This design comes from an exercise in tuning for small area, a short achievable clock period and few clock cycles per item on the open sky130 flow, not from production work. The RTL was checked by simulation tests, not by an equivalence proof against the original design.

==> design.v <==
package ialu_pkg;
	localparam int unsigned XLEN = 32;
	localparam int unsigned CMDW = 4;
	localparam int unsigned DIV_BITS_PER_STAGE = 4;
	localparam int unsigned DIV_STAGES = XLEN / DIV_BITS_PER_STAGE;
	localparam logic [XLEN-1:0] HIGH_HALF_MASK = 32'hFFFF_0000;
	localparam logic [XLEN-1:0] LOW_HALF_MASK  = 32'h0000_FFFF;
	typedef enum logic [CMDW-1:0] {
		CMD_ADD = 4'd0,
		CMD_SUB = 4'd1,
		CMD_MUL = 4'd2,
		CMD_DIV = 4'd3,
		CMD_CMP = 4'd4,
		CMD_SHL = 4'd5,
		CMD_SHR = 4'd6,
		CMD_SAR = 4'd7,
		CMD_AND = 4'd8,
		CMD_OR  = 4'd9,
		CMD_XOR = 4'd10,
		CMD_NOT = 4'd11,
		CMD_LDL = 4'd12,
		CMD_LDH = 4'd13
	} cmd_t;
	typedef struct packed {
		logic [XLEN-1:0] quo;    
		logic [XLEN-1:0] rem;
		logic [XLEN-1:0] den;    
		logic [XLEN-1:0] b;      
		logic            neg_a;
		logic            neg_b;
	} div_data_t;
	typedef struct packed {
		logic [XLEN-1:0] res;
		logic            is_div;
		logic            div_zero;
		logic            fw;
		logic            rw;
	} res_info_t;
endpackage
module integer_alu_floored_division (
	input  logic        clk,
	input  logic        arst_n,
	input  logic        in_valid,
	output logic        in_ready,
	input  logic [3:0]  command,
	input  logic [31:0] operand_a,
	input  logic [31:0] operand_b,
	output logic        out_valid,
	input  logic        out_ready,
	output logic [31:0] result_value,
	output logic [31:0] remainder_value,
	output logic        negative_flag,
	output logic        zero_flag,
	output logic        flags_written,
	output logic        result_written,
	output logic        error_code
);
	localparam logic [3:0] C_ADD = 4'd0, C_SUB = 4'd1, C_MUL = 4'd2, C_DIV = 4'd3,
		C_CMP = 4'd4, C_SHL = 4'd5, C_SHR = 4'd6, C_SAR = 4'd7, C_AND = 4'd8,
		C_OR = 4'd9, C_XOR = 4'd10, C_NOT = 4'd11, C_LDL = 4'd12, C_LDH = 4'd13;
	localparam int EX = 0, MU = 1, D0 = 2, D1 = 3, D2 = 4, D3 = 5, IT = 6, F1 = 7, F2 = 8, SW = 9;
	logic        xv;
	logic [31:0] xa, xb;
	logic [9:0]  st;
	logic [4:0]  cnt;
	logic        o_add, o_sub, o_mul, o_div, o_shl, o_shr, o_sar, o_and, o_or,
	             o_xor, o_not, o_ldl, o_ldh, o_pass;
	logic        xfw, xrw, bigsh, bz;
	logic        sa, sb, rz, first, mlast;
	logic        bneg, btwo, bzero, qz;  
	logic        a_w, a_inv, a_en, b_inv, b_en, cin;
	logic        wv;
	logic [31:0] w;
	logic        wz, wfw, wrw, werr;
	logic        ov;
	logic [31:0] ores, orem;
	logic        oz, ofw, orw, oerr;
	logic        rdy;
	logic        ld;        
	function automatic logic [31:0] rev32(input logic [31:0] v);
		for (int i = 0; i < 32; i++) rev32[i] = v[31-i];
	endfunction
	function automatic logic [5:0] clz32(input logic [31:0] v);
		clz32 = 6'd32;
		for (int i = 0; i < 32; i++) if (v[i]) clz32 = 31 - i;
	endfunction
	wire sd = sa ^ sb;
	function automatic logic [2:0] booth(input logic d1, input logic d0, input logic p);
		booth[2] = d1 & ~(d0 & p);                          
		booth[1] = (d1 & ~d0 & ~p) | (~d1 & d0 & p);        
		booth[0] = (d1 == d0) & (d0 == p);                  
	endfunction
	wire mul_b = st[MU];
	wire [31:0] bsrc = mul_b ? (btwo ? {xa[30:0], 1'b0} : xa) : xb;
	wire        binv = mul_b ? bneg : b_inv;
	wire        ben  = mul_b ? ~bzero : b_en;
	wire        c_in = mul_b ? bneg : cin;
	wire [31:0] aop = ((a_w ? w : xa) ^ {32{a_inv}}) & {32{a_en}};
	wire [31:0] bop = (bsrc ^ {32{binv}}) & {32{ben}};
	wire [33:0] sum_x = {1'b0, aop, 1'b1} + {1'b0, bop, c_in};
	wire [31:0] sum = sum_x[32:1];
	wire        qbit = sum_x[33];  
	wire [31:0] sh_in   = st[D3] ? xb : xa;
	wire        sh_left = st[D3] | o_shl;
	wire        sh_fill = o_sar & xa[31];
	wire [31:0] sh_r_in = sh_left ? rev32(sh_in) : sh_in;
	wire [32:0] sh_ext  = $signed({sh_fill, sh_r_in}) >>> cnt;
	wire [31:0] sh_out  = sh_left ? rev32(sh_ext[31:0]) : sh_ext[31:0];
	wire sel_sum = o_add | o_sub | o_mul | (o_div & st[F2]);
	logic [31:0] oth;
	always_comb begin
		oth = 32'd0;
		if (o_shl | o_shr) oth = oth | (bigsh ? 32'd0 : sh_out);
		if (o_sar) oth = oth | (bigsh ? {32{xa[31]}} : sh_out);
		if (o_and) oth = oth | (xa & xb);
		if (o_or)  oth = oth | (xa | xb);
		if (o_xor) oth = oth | (xa ^ xb);
		if (o_not) oth = oth | ~xa;
		if (o_ldl) oth = oth | {xa[31:16], xb[15:0]};
		if (o_ldh) oth = oth | {xb[15:0], xa[15:0]};
		if (o_pass) oth = oth | xa;
	end
	wire [31:0] res = sel_sum ? sum : oth;
	wire        rzero = ~|res;
	wire        rfw  = o_div ? st[F2] : xfw;
	wire        rrw  = o_div ? st[F2] : xrw;
	wire        rerr = o_div & ~st[F2];
	wire ofree  = ~ov | out_ready;
	wire xs     = xv & (st[EX] | (st[D2] & bz) | (st[MU] & mlast));
	wire xf2    = xv & st[F2] & ~ov & ~wv;
	wire x_to_o = (xs & ~wv & ofree) | xf2;
	wire x_to_w = xs & (wv ? ofree : ~ofree);
	wire x_leave = x_to_o | x_to_w;
	wire mul_it = xv & st[MU] & ~mlast & ~wv;
	wire accept = ld;
	wire xv_n = rdy ? in_valid : (xv & ~x_leave);
	wire wv_n = x_to_w | (wv & ~ofree);
	wire ov_n = ofree ? (wv | x_to_o) : 1'b1;
	wire [5:0] za = clz32(xa);
	wire [5:0] zb = clz32(xb);
	wire [6:0] sdiff = {1'b0, zb} - {1'b0, za};
	wire       q_zero = sdiff[6];
	wire n_mul = (command == C_MUL);
	wire a_short = (operand_a[31:15] == {17{operand_a[31]}});
	wire b_short = (operand_b[31:15] == {17{operand_b[31]}});
	wire mswap = a_short & ~b_short;
	wire n_div = (command == C_DIV);
	logic [9:0] st_n;
	always_comb begin
		st_n = st;
		if (accept) begin
			st_n = '0;
			if (n_mul) begin
				if (mswap) st_n[SW] = 1'b1;
				else st_n[MU] = 1'b1;
			end
			else if (n_div) begin
				if (operand_a[31] | operand_b[31]) st_n[D0] = 1'b1;
				else st_n[D2] = 1'b1;
			end else st_n[EX] = 1'b1;
		end else if (xv) begin
			if (st[SW]) st_n = 10'b1 << MU;
			if (st[D0]) st_n = (sb & sa) ? 10'b1 << D1 : 10'b1 << D2;
			if (st[D1]) st_n = 10'b1 << D2;
			if (st[D2] & ~bz & ~wv) st_n = 10'b1 << D3;
			if (st[D3]) st_n = qz ? 10'b1 << F1 : 10'b1 << IT;
			if (st[IT] & (cnt == 5'd0)) st_n = 10'b1 << F1;
			if (st[F1]) st_n = 10'b1 << F2;
		end
	end
	logic a_w_n, a_inv_n, a_en_n, b_inv_n, b_en_n, cin_n;
	wire sub_n = accept ? ((command == C_SUB) | (command == C_CMP)) : o_sub;
	wire sa_n  = accept ? operand_a[31] : sa;
	wire sb_n  = accept ? operand_b[31] : sb;
	always_comb begin
		a_w_n = 1'b0; a_inv_n = 1'b0; a_en_n = 1'b1;
		b_inv_n = 1'b0; b_en_n = 1'b1; cin_n = 1'b0;
		if (st_n[EX]) begin
			b_inv_n = sub_n; cin_n = sub_n;
		end
		if (st_n[MU]) begin
			a_w_n = 1'b1; a_en_n = ~(accept | first & ~mul_it);
		end
		if (st_n[D0]) begin
			if (sb_n) begin a_en_n = 1'b0; b_inv_n = 1'b1; cin_n = 1'b1; end
			else begin a_inv_n = 1'b1; b_en_n = 1'b0; cin_n = 1'b1; end
		end
		if (st_n[SW]) begin
			a_en_n = 1'b0;    
		end
		if (st_n[D1]) begin
			a_inv_n = 1'b1; b_en_n = 1'b0; cin_n = 1'b1;
		end
		if (st_n[IT]) begin
			b_inv_n = 1'b1; cin_n = 1'b1;
		end
		if (st_n[F1]) begin
			a_inv_n = sa; b_inv_n = ~sa; b_en_n = sd; cin_n = sa | sd;
		end
		if (st_n[F2]) begin
			a_w_n = 1'b1; a_inv_n = sd; b_en_n = 1'b0; cin_n = sd & (xa == 32'd0);
		end
	end
	wire new_simple = ~n_mul & ~n_div;
	wire eq31_3     = (xb[31:3] == {29{xb[31]}});
	wire mlast_n    = accept ? 1'b0 : (mul_it ? eq31_3 : mlast);
	wire bz_port    = (operand_b == 32'd0);
	wire xsimple_n  = accept ? new_simple :
		(st[EX] | (st[D2] & bz) | (st[MU] & mlast_n));
	wire f2_n = ~accept & xv & (st[F1] | (st[F2] & ~xf2));
	wire rdy_n = ~xv_n | (xsimple_n & ~wv_n) | (f2_n & ~ov_n & ~wv_n);
	always_ff @(posedge clk or negedge arst_n) begin
		if (!arst_n) begin
			xv  <= 1'b0;
			wv  <= 1'b0;
			ov  <= 1'b0;
			rdy <= 1'b0;
			ld  <= 1'b1;
		end else begin
			xv  <= xv_n;
			wv  <= wv_n;
			ov  <= ov_n;
			rdy <= rdy_n;
			ld  <= rdy_n;
		end
	end
	always_ff @(posedge clk) begin
		st <= st_n;
		a_w <= a_w_n; a_inv <= a_inv_n; a_en <= a_en_n;
		b_inv <= b_inv_n; b_en <= b_en_n; cin <= cin_n;
		mlast <= mlast_n;
	end
	always_ff @(posedge clk) begin
		if (accept) begin
			xa <= operand_a;
			xb <= operand_b;
			cnt <= n_mul ? 5'd0 : operand_b[4:0];
			o_add <= (command == C_ADD);
			o_sub <= (command == C_SUB) | (command == C_CMP);
			o_mul <= n_mul;
			o_div <= n_div;
			o_shl <= (command == C_SHL);
			o_shr <= (command == C_SHR);
			o_sar <= (command == C_SAR);
			o_and <= (command == C_AND);
			o_or  <= (command == C_OR);
			o_xor <= (command == C_XOR);
			o_not <= (command == C_NOT);
			o_ldl <= (command == C_LDL);
			o_ldh <= (command == C_LDH);
			o_pass <= (command == 4'd14) | (command == 4'd15);
			xfw  <= ~((command == C_LDL) | (command == C_LDH) | (command[3:1] == 3'b111));
			xrw  <= ~((command == C_CMP) | (command[3:1] == 3'b111));
			bigsh <= |operand_b[31:5];
			bz <= bz_port;
			sa <= operand_a[31];
			sb <= operand_b[31];
			first <= 1'b1;
			{bneg, btwo, bzero} <= booth(operand_b[1], operand_b[0], 1'b0);
		end else if (xv) begin
			if (mul_it) begin
				xa <= {xa[29:0], 2'b00};
				xb <= {{2{xb[31]}}, xb[31:2]};
				{bneg, btwo, bzero} <= booth(xb[3], xb[2], xb[1]);
				first <= 1'b0;
			end
			if (st[SW]) begin
				xa <= sum;        
				xb <= sh_out;     
				{bneg, btwo, bzero} <= booth(xa[1], xa[0], 1'b0);
			end
			if (st[D0]) begin
				if (sb) xb <= sum;
				else xa <= sum;
			end
			if (st[D1]) xa <= sum;
			if (st[D2]) begin
				cnt <= sdiff[4:0];
				qz <= q_zero;
			end
			if (st[D3] & ~qz) xb <= sh_out;
			if (st[IT]) begin
				if (qbit) xa <= sum;
				if (cnt != 5'd0) begin
					xb <= {1'b0, xb[31:1]};
					cnt <= cnt - 5'd1;
				end
			end
			if (st[F1]) begin
				xb <= (xa == 32'd0) ? 32'd0 : sum;
				rz <= (xa == 32'd0);
			end
		end
	end
	wire w_work = xv & ~wv & ((st[D2] & ~bz) | st[D3] | st[IT] | (st[MU] & ~mlast));
	wire [31:0] w_d = ~w_work ? res :
		(st[D2] | st[D3]) ? 32'd0 : st[IT] ? {w[30:0], qbit} : sum;
	always_ff @(posedge clk) begin
		if (x_to_w | w_work) w <= w_d;
		if (x_to_w) begin
			wz   <= rzero;
			wfw  <= rfw;
			wrw  <= rrw;
			werr <= rerr;
		end
	end
	always_ff @(posedge clk) begin
		if (ofree) begin
			if (wv) begin
				ores <= w;
				orem <= 32'd0;
				oz   <= wz;
				ofw  <= wfw;
				orw  <= wrw;
				oerr <= werr;
			end else begin
				ores <= res;
				orem <= st[F2] ? xb : 32'd0;
				oz   <= rzero;
				ofw  <= rfw;
				orw  <= rrw;
				oerr <= rerr;
			end
		end
	end
	assign in_ready        = rdy;
	assign out_valid       = ov;
	assign result_value    = ores;
	assign remainder_value = orem;
	assign negative_flag   = ores[31];
	assign zero_flag       = oz;
	assign flags_written   = ofw;
	assign result_written  = orw;
	assign error_code      = oerr;
endmodule
==> flow/run.sh <==
#!/bin/bash
set -o pipefail
DONT_USE="sky130_fd_sc_hd__probe_p_8 sky130_fd_sc_hd__probec_p_8 sky130_fd_sc_hd__lpflow_bleeder_1 sky130_fd_sc_hd__lpflow_clkbufkapwr_1 sky130_fd_sc_hd__lpflow_clkbufkapwr_16 sky130_fd_sc_hd__lpflow_clkbufkapwr_2 sky130_fd_sc_hd__lpflow_clkbufkapwr_4 sky130_fd_sc_hd__lpflow_clkbufkapwr_8 sky130_fd_sc_hd__lpflow_clkinvkapwr_1 sky130_fd_sc_hd__lpflow_clkinvkapwr_16 sky130_fd_sc_hd__lpflow_clkinvkapwr_2 sky130_fd_sc_hd__lpflow_clkinvkapwr_4 sky130_fd_sc_hd__lpflow_clkinvkapwr_8 sky130_fd_sc_hd__lpflow_decapkapwr_12 sky130_fd_sc_hd__lpflow_decapkapwr_3 sky130_fd_sc_hd__lpflow_decapkapwr_4 sky130_fd_sc_hd__lpflow_decapkapwr_6 sky130_fd_sc_hd__lpflow_decapkapwr_8 sky130_fd_sc_hd__lpflow_inputiso0n_1 sky130_fd_sc_hd__lpflow_inputiso0p_1 sky130_fd_sc_hd__lpflow_inputiso1n_1 sky130_fd_sc_hd__lpflow_inputiso1p_1 sky130_fd_sc_hd__lpflow_inputisolatch_1 sky130_fd_sc_hd__lpflow_isobufsrc_1 sky130_fd_sc_hd__lpflow_isobufsrc_16 sky130_fd_sc_hd__lpflow_isobufsrc_2 sky130_fd_sc_hd__lpflow_isobufsrc_4 sky130_fd_sc_hd__lpflow_isobufsrc_8 sky130_fd_sc_hd__lpflow_isobufsrckapwr_16 sky130_fd_sc_hd__lpflow_lsbuf_lh_hl_isowell_tap_1 sky130_fd_sc_hd__lpflow_lsbuf_lh_hl_isowell_tap_2 sky130_fd_sc_hd__lpflow_lsbuf_lh_hl_isowell_tap_4 sky130_fd_sc_hd__lpflow_lsbuf_lh_isowell_4 sky130_fd_sc_hd__lpflow_lsbuf_lh_isowell_tap_1 sky130_fd_sc_hd__lpflow_lsbuf_lh_isowell_tap_2 sky130_fd_sc_hd__lpflow_lsbuf_lh_isowell_tap_4  sky130_fd_sc_hd__clkdlybuf4s15_1 sky130_fd_sc_hd__clkdlybuf4s15_2 sky130_fd_sc_hd__clkdlybuf4s18_1 sky130_fd_sc_hd__clkdlybuf4s18_2 sky130_fd_sc_hd__clkdlybuf4s25_1 sky130_fd_sc_hd__clkdlybuf4s25_2 sky130_fd_sc_hd__clkdlybuf4s50_1 sky130_fd_sc_hd__clkdlybuf4s50_2 sky130_fd_sc_hd__dlygate4sd1_1 sky130_fd_sc_hd__dlygate4sd2_1 sky130_fd_sc_hd__dlygate4sd3_1 sky130_fd_sc_hd__dlymetal6s2s_1 sky130_fd_sc_hd__dlymetal6s4s_1 sky130_fd_sc_hd__dlymetal6s6s_1 "
bash standard.sh "DONT_USE_CELLS=$DONT_USE" SETUP_SLACK_MARGIN=10 cts 2>&1 | tee run_standard_cts.log || exit 1
bash standard.sh "DONT_USE_CELLS=$DONT_USE" SETUP_SLACK_MARGIN=9.7 finish 2>&1 | tee run_standard_finish.log
==> standard.sh <==
#!/bin/bash
# synth_recipe.tcl (not shown) runs the flow's synth.tcl, then flattens the netlist and writes it again
# the make line also repeats each setting of config.mk as NAME=value (left out here)
make -C /OpenROAD-flow-scripts/flow DESIGN_CONFIG=/design/flow/config.mk WORK_HOME=/design/flow/orfs CLKGATE_MAP_FILE= SYNTH_SCRIPT=/design/flow/synth_recipe.tcl "${@:-finish}"
==> config.mk <==
export PLATFORM = sky130hd
export DESIGN_NAME = integer_alu_floored_division
export DESIGN_NICKNAME = integer_alu_floored_division
export VERILOG_FILES = /design/flow/design.v
export SDC_FILE = /design/flow/constraint.sdc
export NUM_CORES = 4
export LEC_CHECK = 0
export ABC_AREA = 1
export CAP_MARGIN = 20
export CORE_MARGIN = 2
export CORE_UTILIZATION = 40
export SLEW_MARGIN = 20
==> constraint.sdc <==
create_clock -name core_clock -period 14.0 [get_ports {clk}]
set_input_delay 2.8000 -clock core_clock [delete_from_list [all_inputs] [get_ports {clk}]]
set_output_delay 2.8000 -clock core_clock [all_outputs]
set_load 0.01 [all_outputs]
==> results of run 1 <==
## registers in the layout, summed over array words and instances, names as in the netlist, 5 cells and up
register  flops
w            32
ores         32
cnt           5
xa           32
xb           32
orem         32
st           10
## repair_timing
action / in CTS / in global routing
hold buffers: 0 / 0
pin swaps: 32 / 24
resized for setup: 226 / 56
cloned: 6 / 0
endpoints found under the setup margin: 189 / 51
setup buffers: 120 / 25
## critical path: stages, from the launching register on
cell and delay (ns):
dfxtp_4 0.44, inv_8 0.28, nand2_4 0.29, a21oi_2 0.32
nand2_1 0.11, o21ai_2 0.08, nand2_1 0.09, nand2_1 0.08
nand2_1 0.04, nand2_1 0.14, o21ai_1 0.10, nand2_1 0.23
nand3_1 0.16, nand3_1 0.15, nand2_1 0.08, nand2_1 0.19
nand2_1 0.08, o21ai_1 0.22, nand2_1 0.13, nor2_2 0.30
nand2_1 0.18, nor2_4 0.18, nand3_1 0.09, nand2_1 0.07
## kinds of logic after synthesis
logic type / Yosys count / share of synthesized area (%)
and+or+nand+nor: 1515 / 28.4
AOI/OAI and AO/OA: 1009 / 25.7
adders and majority gates: 112 / 6.38
muxes: 1 / 0.101
xor gates and xnor gates: 50 / 1.97
DFF: 220 / 28.8
buffers and inverters: 482 / 8.63
## final timing paths
kind,end,depth (start not counted),from
max in group asynchronous,ld$_DFF_PN1_,1,arst_n
min in group asynchronous,ov$_DFF_PN0_,1,arst_n
worst max-delay path,oz$_DFFE_PN_,23,st[5]$_SDFFE_PP0P_
worst max register to register,oz$_DFFE_PN_,23,st[5]$_SDFFE_PP0P_
worst min-delay path,first$_SDFFE_PP1P_,2,first$_SDFFE_PP1P_
worst min register to register,first$_SDFFE_PP1P_,2,first$_SDFFE_PP1P_
## per-stage QoR
step	worst slack (ns)	area, um^2	instances	util [%]
final	9.77	25600	4329	46.6
after global routing	9.68	25600	4326	46.6
after CTS	9.98	25300	4301	46.0
after detailed placement	8.20	23100	4124	41.9
after global placement	8.04	23000	4122	41.9
after floorplan	9.52	22200	3389	-
## cells in the final DEF, fill, tap and decap left out, drive strengths merged, types with 8 or more instances in the layout
| master | netlist | layout |
|---|---|---|
| nor2 | 283 | 284 |
| o22ai | 21 | 21 |
| nand3 | 310 | 310 |
| buf | 61 | 348 |
| clkinvlp | 0 | 17 |
| nor4 | 20 | 20 |
| o31ai | 8 | 8 |
| o21a | 8 | 8 |
| nand2 | 833 | 836 |
| clkinv | 31 | 37 |
| ha | 110 | 110 |
| o221ai | 14 | 14 |
| nor3 | 20 | 20 |
| a31oi | 18 | 18 |
| dfxtp | 19 | 19 |
| o41ai | 10 | 10 |
| nand4 | 22 | 22 |
| or2 | 17 | 17 |
| o211ai | 53 | 53 |
| inv | 228 | 223 |
| edfxtp | 196 | 196 |
| a21oi | 292 | 292 |
| xor2 | 41 | 41 |
| a22oi | 18 | 18 |
| a221oi | 22 | 22 |
| xnor2 | 9 | 9 |
| a2111oi | 11 | 11 |
| a211oi | 13 | 13 |
| o21ai | 496 | 496 |
| o2111ai | 8 | 8 |
| clkbuf | 162 | 42 |
## per-layer routing
metal  global-route usage [%]  part of all wire, %
met5                        0                0.020
met4                     28.1                  8.6
met3                     12.4                   14
met2                     56.7                   40
met1                     51.9                   38
## cell type report
class	count	area share (%)
multi-input cells	2691	56.7
flip-flops and latches	220	25.0
repair buffers	355	6.84
inverters	259	4.29
well taps	748	3.65
clock buffers	35	3.00
clock inverters	16	0.410
repair inverters	2	0.0391
diodes	3	0.0293
==> run_results.csv, run 1 <==
group,metric,value,unit
synthesis,yosysWarnings,1,
sta,rsz0062_at_grt,"yes",
floorplanning,die_area,57400,um^2
synthesis,synth-main-ff-cell,"edfxtp_1",
global_route,grt_pass1_vias,24500,
floorplanning,die_h,240,um
synthesis,synth_nets,3573,
detailed_routing,vias,27200,
placed_design,dp_hpwl,86300,um
global_route,grt_pass1_wl,169000,um
detailed_routing,first_pass_iters,7,
setup_path,crit_path_max_fanout,44,
setup_path,required,14.46,ns
setup_path,crit_path_start_kind,"register",
sta,fin_skew,0.0250,ns
sta,worst_slew_pin_slew,1.22,ns
final_layout,finalNetCount,3741,
detailed_routing,antenna_left,0,
final_layout,fillers,5810,
synthesis,synth_area_leaders,"edfxtp_1 (27%), nand2_1 (14%), o21ai_0 (10%)",
synthesis,syn_avg_cell_area,6.55,um^2
final_layout,synthToLayoutAreaGrowth,15.5,%
placed_design,io_buffer_count,142,
detailed_routing,postRouteWirelength,118000,um
detailed_routing,drt-initial-drc-count,4006,
clocking,clk_path_buf_depth,3,
synthesis,synth_seq_cells,220,
floorplanning,row_count,86,
sta,timing.hold.ws,0.492,ns
setup_path,worst-r2r-setup-slack,9.77,ns
global_route,grt-ovfl-total,0,
synthesis,netlist-cell-type-count,63,
sta,setup-violations-final,0,
hold_path,min_path_type,"reg2reg",
final_layout,multi_input_area,14500,um^2
clocking,insertion_delay,0.60,ns
clocking,cts_buffers,28,
synthesis,syn_area,22200,um^2
detailed_routing,viasPerCell,6.28,
detailed_routing,wl_per_cell,27.2,um
clocking,htreeDepth,1,
floorplanning,core,55000,um^2
setup_path,worst_setup_path_end_kind,"register",
setup_path,critical_path_class,"reg2reg",
floorplanning,pin_count,143,
global_route,grt_max_degree,78,
final_layout,ff_latch_area,6410,um^2
sta,final.min_clock_period,4.23,ns
status,status,"finished clean",
clocking,cts_sinks,220,
sta,tns,0,ns
synthesis,async_flop_share,2.27,%
setup_path,cp.arrival,4.69,ns
synthesis,synth_edf_count,196,
clocking,clkTransAtPathRegs,0.06,ns
synthesis,synth-seq-area-share,28.8,%
global_route,grtUsageTotal,40.2,%
detailed_routing,drc,0,
synthesis,yosysMostFrequentCell,"nand2_1",
sta,period_share,30.2,%
sta,fmax,237,MHz
clocking,cts_root_buffer,"clkbuf_16",
floorplanning,die_x,240,um
synthesis,yosys-top-cells-count,"nand2_1 (831), o21ai_0 (450), nand3_1 (310)",
final_layout,drive_above_1_share,10.5,%
sta,hold_viol_final,0,
synthesis,yosysTopAreaCell,"edfxtp_1",
sta,report.final.slew_viol_count,0,
floorplanning,start_util,40.4,%
synthesis,synthDominantCellAreaShare,26.5,%
global_route,antenna_found_initial,3,
run,drv_cap,0,
sta,relSlewSlack,19.0,%
clocking,cts_tree,"done",
placed_design,place.gp.congestion,1.05,
synthesis,synthCells,3389,
Testbench counts, summed over its fixed seeds: cycles 33,470, items 16,000.
==> run 2, diff against run 1 <==
--- a/design.v
+++ b/design.v
@@ -289,3 +289,3 @@
 			if (st[F1]) begin
-				xb <= (xa == 32'd0) ? 32'd0 : sum;
+				xb <= sum;        
 				rz <= (xa == 32'd0);
@@ -317,3 +317,3 @@
 				ores <= res;
-				orem <= st[F2] ? xb : 32'd0;
+				orem <= (st[F2] & ~rz) ? xb : 32'd0;
 				oz   <= rzero;
==> run_results.csv, run 2 <==
group,metric,value,unit
floorplanning,pin_count,143,
final_layout,multi_input_area,14900,um^2
synthesis,yosys-top-cells-count,"nand2_1 (886), o21ai_0 (482), nand3_1 (316)",
clocking,clk_path_buf_depth,3,
synthesis,yosysTopAreaCell,"edfxtp_1",
clocking,htreeDepth,1,
global_route,antenna_found_initial,3,
hold_path,whs_path_depth,2,
placed_design,dp_hpwl,84800,um
detailed_routing,wl_per_cell,26.9,um
status,status,"finished clean",
setup_path,crit_path_max_fanout,2,
detailed_routing,vias,27500,
setup_path,cp.arrival,4.76,ns
clocking,cts_root_buffer,"clkbuf_16",
setup_path,critical_path_class,"in2reg",
clocking,cts_buffers,28,
final_layout,mostFrequentLayoutCell,"nand2_1",
synthesis,async_flop_share,2.26,%
sta,final.min_clock_period,4.37,ns
global_route,grtUsageTotal,39.6,%
hold_path,min_from,"first$_SDFFE_PP1P_",
synthesis,synth_seq_cells,221,
sta,report.final.slew_viol_count,0,
synthesis,synth-main-ff-cell,"edfxtp_1",
setup_path,required,14.39,ns
final_layout,ff_latch_area,6440,um^2
clocking,hold_buffers,0,
setup_path,worstRegToRegCells,23,
setup_path,crit_path_start_kind,"input port",
final_layout,fillers,5985,
synthesis,netlist-cell-type-count,72,
synthesis,yosysMostFrequentCell,"nand2_1",
run,drv_cap,0,
clocking,cts_tree,"done",
global_route,grt-busiest-layer,"met2",
clocking,clkTransAtPathRegs,0.06,ns
global_route,grt_pass1_wl,168000,um
sta,worst_slew_pin_slew,1.24,ns
sta,rsz0062_at_grt,"yes",
sta,period_share,31.2,%
synthesis,synth_nets,3641,
setup_path,worst_setup_path_end_kind,"register",
floorplanning,die_area,58300,um^2
synthesis,yosysWarnings,1,
hold_path,min_path_type,"reg2reg",
final_layout,instances_no_fill,4389,
floorplanning,start_util,40.2,%
synthesis,synthCells,3457,
hold_path,min_to,"first$_SDFFE_PP1P_",
clocking,insertion_delay,0.62,ns
final_layout,drive_above_1_share,10.7,%
final_layout,finalNetCount,3791,
global_route,met2_usage,57.4,%
floorplanning,die_h,241,um
sta,fmax,229,MHz
synthesis,synth_edf_count,197,
detailed_routing,postRouteWirelength,118000,um
sta,tns,0,ns
placed_design,dp.cells,4179,
synthesis,syn_avg_cell_area,6.52,um^2
setup_path,worst-r2r-setup-slack,9.72,ns
final_layout,synthToLayoutAreaGrowth,15.3,%
detailed_routing,drt-initial-drc-count,4576,
sta,setup-violations-final,0,
detailed_routing,viasPerCell,6.26,
sta,relSlewSlack,17.5,%
global_route,met1_usage,51.6,%
detailed_routing,first_pass_iters,10,
placed_design,place.gp.congestion,1.04,
global_route,grt_max_degree,75,
sta,hold_viol_final,0,
floorplanning,row_count,87,
floorplanning,core,56100,um^2
detailed_routing,antenna_left,0,
setup_path,r2r-start,"xb[5]$_DFFE_PP_",
final_layout,final_cell_mix,"nand2_1 (868), o21ai_0 (460), nand3_1 (312), nor2_1 (254), inv_1 (230)",
floorplanning,die_x,241,um
global_route,use_met3,10.1,%
synthesis,synthDominantCellAreaShare,26.2,%
sta,fin_skew,0.0272,ns
global_route,grt-ovfl-total,0,
synthesis,synth_area_leaders,"edfxtp_1 (26%), nand2_1 (15%), o21ai_0 (11%)",
placed_design,io_buffer_count,142,
synthesis,syn_area,22600,um^2
synthesis,synth-seq-area-share,28.5,%
clocking,cts_sinks,221,
detailed_routing,drc,0,
global_route,grt_pass1_vias,24600,
setup_path,r2r_end,"oz$_DFFE_PN_",
## run 2: worst max-delay path by stage
stage / start / end / slack [ns]
after floorplan: out_ready / rdy$_DFF_PN0_ / 9.52
after global placement: st[1]$_DFF_P_ / oz$_DFFE_PN_ / 7.91
after detailed placement: st[1]$_DFF_P_ / oz$_DFFE_PN_ / 7.70
after CTS: operand_b[20] / a_en$_SDFF_PP0_ / 9.87
after global routing: xb[0]$_DFFE_PP_ / cnt[4]$_DFFE_PP_ / 9.56
final: operand_b[26] / bz$_DFFE_PP_ / 9.63
## run 2: stage by stage
stage	util [%]	hold WS (ns)	worst slack [ns]	area (um^2)
2_1_floorplan	-	0.417	9.52	22600
3_3_place_gp	41.7	0.434	7.91	23400
3_5_place_dp	41.7	0.440	7.70	23400
4_1_cts	45.7	0.471	9.87	25600
5_1_grt	46.4	0.508	9.56	26000
6_report	46.4	0.474	9.63	26000
## run 2: cell type report
| class | instances | share of cell area [%] |
|---|---|---|
| Antenna cell | 4 | 0.0385 |
| Clock buffer | 38 | 3.12 |
| Clock inverter | 14 | 0.491 |
| Inverter | 277 | 4.38 |
| Multi-Input combinational cell | 2738 | 57.1 |
| Sequential cell | 221 | 24.8 |
| Tap cell | 756 | 3.64 |
| Timing Repair Buffer | 336 | 6.32 |
| Timing Repair inverter | 5 | 0.135 |
## run 2: critical path: stages
cell	delay, ns
buf_8	0.10
nor4_4	0.35
buf_1	0.13
buf_1	0.09
buf_1	0.09
buf_1	0.09
buf_1	0.09
buf_1	0.11
buf_1	0.11
buf_1	0.09
buf_2	0.12
buf_6	0.10
nand3_4	0.09
nor4_4	0.38
## run 2: kinds of logic after synthesis
family	synth area share, %
AOI/OAI and AO/OA	25.6
xor gates and xnor gates	0.699
adders and majority gates	6.28
buffers and inverters	8.99
DFF	28.5
muxes	0.0444
and+or+nand+nor	29.9
## run 2: repair_timing
item,CTS,global route
buffers inserted,122,20
setup endpoints to repair,187,54
hold endpoints to repair,0,0
cloned,11,1
pin swaps,39,30
gates resized for setup,167,84
## run 2: per-layer routing
layer  vias to the layer above  wire length [um]
met3                       487             15300
li1                      12300                 -
met5                         -                23
met2                      2158             47600
met1                     12500             45000
met4                         4             10200
Testbench counts of run 2, summed over its fixed seeds: cycles 33,470, items 16,000.
==> run 3, diff against run 2 <==
--- a/design.v
+++ b/design.v
@@ -69,3 +69,3 @@
 	logic        sa, sb, rz, first, mlast;
-	logic        bneg, btwo, bzero, qz;  
+	logic        bneg, btwo, bzero;      
 	logic        a_w, a_inv, a_en, b_inv, b_en, cin;
@@ -164,4 +164,4 @@
 			if (st[D1]) st_n = 10'b1 << D2;
-			if (st[D2] & ~bz & ~wv) st_n = 10'b1 << D3;
-			if (st[D3]) st_n = qz ? 10'b1 << F1 : 10'b1 << IT;
+			if (st[D2] & ~bz & ~wv) st_n = q_zero ? 10'b1 << F1 : 10'b1 << D3;
+			if (st[D3]) st_n = 10'b1 << IT;
 			if (st[IT] & (cnt == 5'd0)) st_n = 10'b1 << F1;
@@ -170,2 +170,3 @@
 	end
+	wire f1_ctrl = ~accept & xv & ((st[D2] & ~bz & ~wv) | (st[IT] & (cnt == 5'd0)));
 	logic a_w_n, a_inv_n, a_en_n, b_inv_n, b_en_n, cin_n;
@@ -196,3 +197,3 @@
 		end
-		if (st_n[F1]) begin
+		if (f1_ctrl) begin
 			a_inv_n = sa; b_inv_n = ~sa; b_en_n = sd; cin_n = sa | sd;
@@ -276,7 +277,4 @@
 			if (st[D1]) xa <= sum;
-			if (st[D2]) begin
-				cnt <= sdiff[4:0];
-				qz <= q_zero;
-			end
-			if (st[D3] & ~qz) xb <= sh_out;
+			if (st[D2]) cnt <= sdiff[4:0];
+			if (st[D3]) xb <= sh_out;
 			if (st[IT]) begin
@@ -289,3 +287,3 @@
 			if (st[F1]) begin
-				xb <= sum;        
+				xb <= (xa == 32'd0) ? 32'd0 : sum;
 				rz <= (xa == 32'd0);
@@ -317,3 +315,3 @@
 				ores <= res;
-				orem <= (st[F2] & ~rz) ? xb : 32'd0;
+				orem <= st[F2] ? xb : 32'd0;
 				oz   <= rzero;
==> run_results.csv, run 3 <==
group,metric,value,unit
setup_path,worst-r2r-setup-slack,9.71,ns
final_layout,synthToLayoutAreaGrowth,16.0,%
synthesis,synthDominantCellAreaShare,26.5,%
clocking,cts_sinks,219,
placed_design,io_buffer_count,142,
setup_path,critPathLaunch,"o_shl$_DFFE_PP_",
detailed_routing,drc,0,
detailed_routing,first_pass_iters,10,
floorplanning,die_h,239,um
final_layout,mostFrequentLayoutCell,"nand2_1",
synthesis,synth_nets,3571,
global_route,grt-ovfl-total,0,
detailed_routing,vias,27500,
setup_path,crit_top_cell,"nand2_1",
placed_design,dp_hpwl,89000,um
sta,final.min_clock_period,4.29,ns
floorplanning,die_x,239,um
sta,worst_slew_pin_slew,1.20,ns
floorplanning,die_area,57100,um^2
placed_design,place.gp.congestion,1.05,
setup_path,required,14.50,ns
floorplanning,pin_count,143,
clocking,hold_buffers,0,
clocking,htreeDepth,1,
synthesis,synth_area_leaders,"edfxtp_1 (27%), nand2_1 (14%), o21ai_0 (9.8%)",
sta,fin_skew,0.0214,ns
synthesis,syn_avg_cell_area,6.51,um^2
run,drv_cap,0,
clocking,cts_tree,"done",
clocking,cts_root_buffer,"clkbuf_16",
floorplanning,start_util,40.3,%
clocking,clk_path_buf_depth,3,
synthesis,synth-main-ff-cell,"edfxtp_1",
synthesis,async_flop_share,2.28,%
synthesis,synth_seq_cells,219,
setup_path,critical_path_class,"reg2reg",
floorplanning,core,54800,um^2
clocking,insertion_delay,0.62,ns
synthesis,netlist-cell-type-count,60,
setup_path,cp_slowest_cell,"edfxtp_1",
global_route,grt_pass1_vias,24600,
detailed_routing,postRouteWirelength,121000,um
clocking,clkTransAtPathRegs,0.06,ns
synthesis,synth_edf_count,195,
final_layout,drive_above_1_share,11.2,%
clocking,cts_buffers,30,
global_route,grt_pass1_wl,171000,um
synthesis,syn_area,22100,um^2
sta,report.final.slew_viol_count,0,
synthesis,synth-seq-area-share,28.8,%
detailed_routing,drt-initial-drc-count,4673,
synthesis,yosysTopAreaCell,"edfxtp_1",
synthesis,yosysMostFrequentCell,"nand2_1",
sta,hold_viol_final,0,
setup_path,crit_path_max_fanout,16,
setup_path,r2r_end,"oz$_DFFE_PN_",
synthesis,yosys-top-cells-count,"nand2_1 (809), o21ai_0 (432), nand3_1 (319)",
sta,timing.hold.ws,0.447,ns
final_layout,final_cell_mix,"nand2_1 (761), o21ai_0 (396), nand3_1 (317), a21oi_1 (274), nor2_1 (266)",
final_layout,finalNetCount,3720,
sta,rsz0062_at_grt,"yes",
detailed_routing,antenna_left,0,
setup_path,crit_path_start_kind,"register",
global_route,antenna_found_initial,8,
detailed_routing,viasPerCell,6.45,
setup_path,r2r-start,"o_shl$_DFFE_PP_",
setup_path,worstRegToRegCells,25,
setup_path,max_stage_delay,0.46,ns
hold_path,min_path_type,"reg2reg",
sta,setup-violations-final,0,
sta,relSlewSlack,19.9,%
global_route,grtUsageTotal,41.1,%
setup_path,cp.arrival,4.79,ns
synthesis,synthCells,3387,
floorplanning,row_count,86,
sta,fmax,233,MHz
sta,tns,0,ns
setup_path,worst_setup_path_end_kind,"register",
sta,period_share,30.7,%
status,status,"finished clean",
detailed_routing,wl_per_cell,28.4,um
global_route,grt_max_degree,59,
setup_path,crit_path_end,"oz$_DFFE_PN_",
synthesis,yosysWarnings,1,
==> run 3: changes by cell type in the layout (fill, tap and decap cells not counted), sizes merged, moves of 23 or more <==
cell	previous run	this run
xor2	10	42
o21ai	541	479
o211ai	44	68
nand2	894	811
inv	252	229
nor3b	31	1
a21oi	256	313
==> run 3: metrics by stage <==
| step | cell area [um^2] | cells | util (%) | worst slack [ns] |
|---|---|---|---|---|
| CTS | 25200 | 4244 | 46.1 | 9.97 |
| global placement | 22900 | 4076 | 41.9 | 6.51 |
| finish | 25600 | 4269 | 46.7 | 9.71 |
| global route | 25600 | 4264 | 46.7 | 9.54 |
| floorplan | 22100 | 3387 | - | 9.52 |
| detailed placement | 22900 | 4076 | 41.9 | 7.42 |
==> run 3: cell type report <==
class                      instances  area [um^2]
fill                            5794        29200
multi-input combinational       2680        14500
sequential                       219         6380
timing repair buffer             339         1640
inverter                         263         1110
tap                              704          881
clock buffer                      37          787
clock inverter                    19          213
timing repair inverter             3         23.8
antenna                            5         12.5
==> run 3: logic make-up after synthesis <==
logic type	after synthesis	synth area share (%)
multiplexers	3	0.136
AO/OA/AOI/OAI	1010	25.6
buffers and inverters	489	8.62
adder cells (fa/ha/maj)	112	6.42
AND/OR/NAND/NOR	1506	28.5
flip-flops	219	28.8
XOR/XNOR	48	1.91
==> run 3: worst min path at each step <==
stage | slack, ns | to | cells after the start | from
5_1_grt | 0.49 | first$_SDFFE_PP1P_ | 2 | first$_SDFFE_PP1P_
6_report | 0.45 | first$_SDFFE_PP1P_ | 2 | first$_SDFFE_PP1P_
3_3_place_gp | 0.43 | first$_SDFFE_PP1P_ | 2 | first$_SDFFE_PP1P_
4_1_cts | 0.45 | first$_SDFFE_PP1P_ | 2 | first$_SDFFE_PP1P_
2_1_floorplan | 0.42 | first$_SDFFE_PP1P_ | 2 | first$_SDFFE_PP1P_
3_5_place_dp | 0.44 | first$_SDFFE_PP1P_ | 2 | first$_SDFFE_PP1P_
==> run 3: per-layer routing <==
metal | vias to the layer above | track usage [%] | routed length [um]
met4 | 4 | 29.6 | 10400
met2 | 2082 | 57.0 | 48300
met5 | - | 1.04 | 120
met1 | 12800 | 52.6 | 45600
met3 | 549 | 14.2 | 16600
li1 | 12100 | - | -
==> run 3: worst max-delay path: cells and delay by family (launching register included) <==
kind,cells,cell delay (ns)
and+or+nand+nor,20,2.60
DFF,1,0.46
buffers and inverters,2,0.52
AOI/OAI and AO/OA,3,0.57
==> run 3: what timing repair did <==
item / CTS / global route
gates resized for setup: 239 / 80
endpoints found under the setup margin: 151 / 44
pin swaps: 31 / 40
hold endpoints to repair: 0 / 0
setup buffers: 110 / 17
cloned: 2 / 3
Testbench counts of run 3, summed over its fixed seeds: cycles 33,070, items 16,000.

-- port drivers added, routing unchanged --
No port has a modelled driver above. Below, the same layouts with a new extraction and two added sets of constraints.
Step 1 (the two cells are an assumption about what drives the block):
set clk [get_ports {clk}]
set_driving_cell -lib_cell sky130_fd_sc_hd__clkbuf_16 $clk
set_driving_cell -lib_cell sky130_fd_sc_hd__buf_2 [delete_from_list [all_inputs] $clk]
Step 2 adds t to the input delays and takes it off the output delays; t is the mean of the earliest and latest rising clock arrival at the registers after step 1. Input paths then give back, and output paths get back, about the clock's delay inside the block.
a / b / c = no drivers / after step 1 / after step 2; a / b = the first two.
run	t, ns	slack for setup (ns)	worst slew at a driven data input, ns
run 1	0.643	9.774 / 9.774 / 9.239	0.08
run 2	0.663	9.629 / 9.648 / 8.985	0.07
run 3	0.678	9.708 / 9.708 / 9.213	0.06
After both steps every run listed still meets setup and hold. For run 2, which loses most, drivers alone change the setup slack by +0.019 ns; drivers and shift together by -0.644 ns.
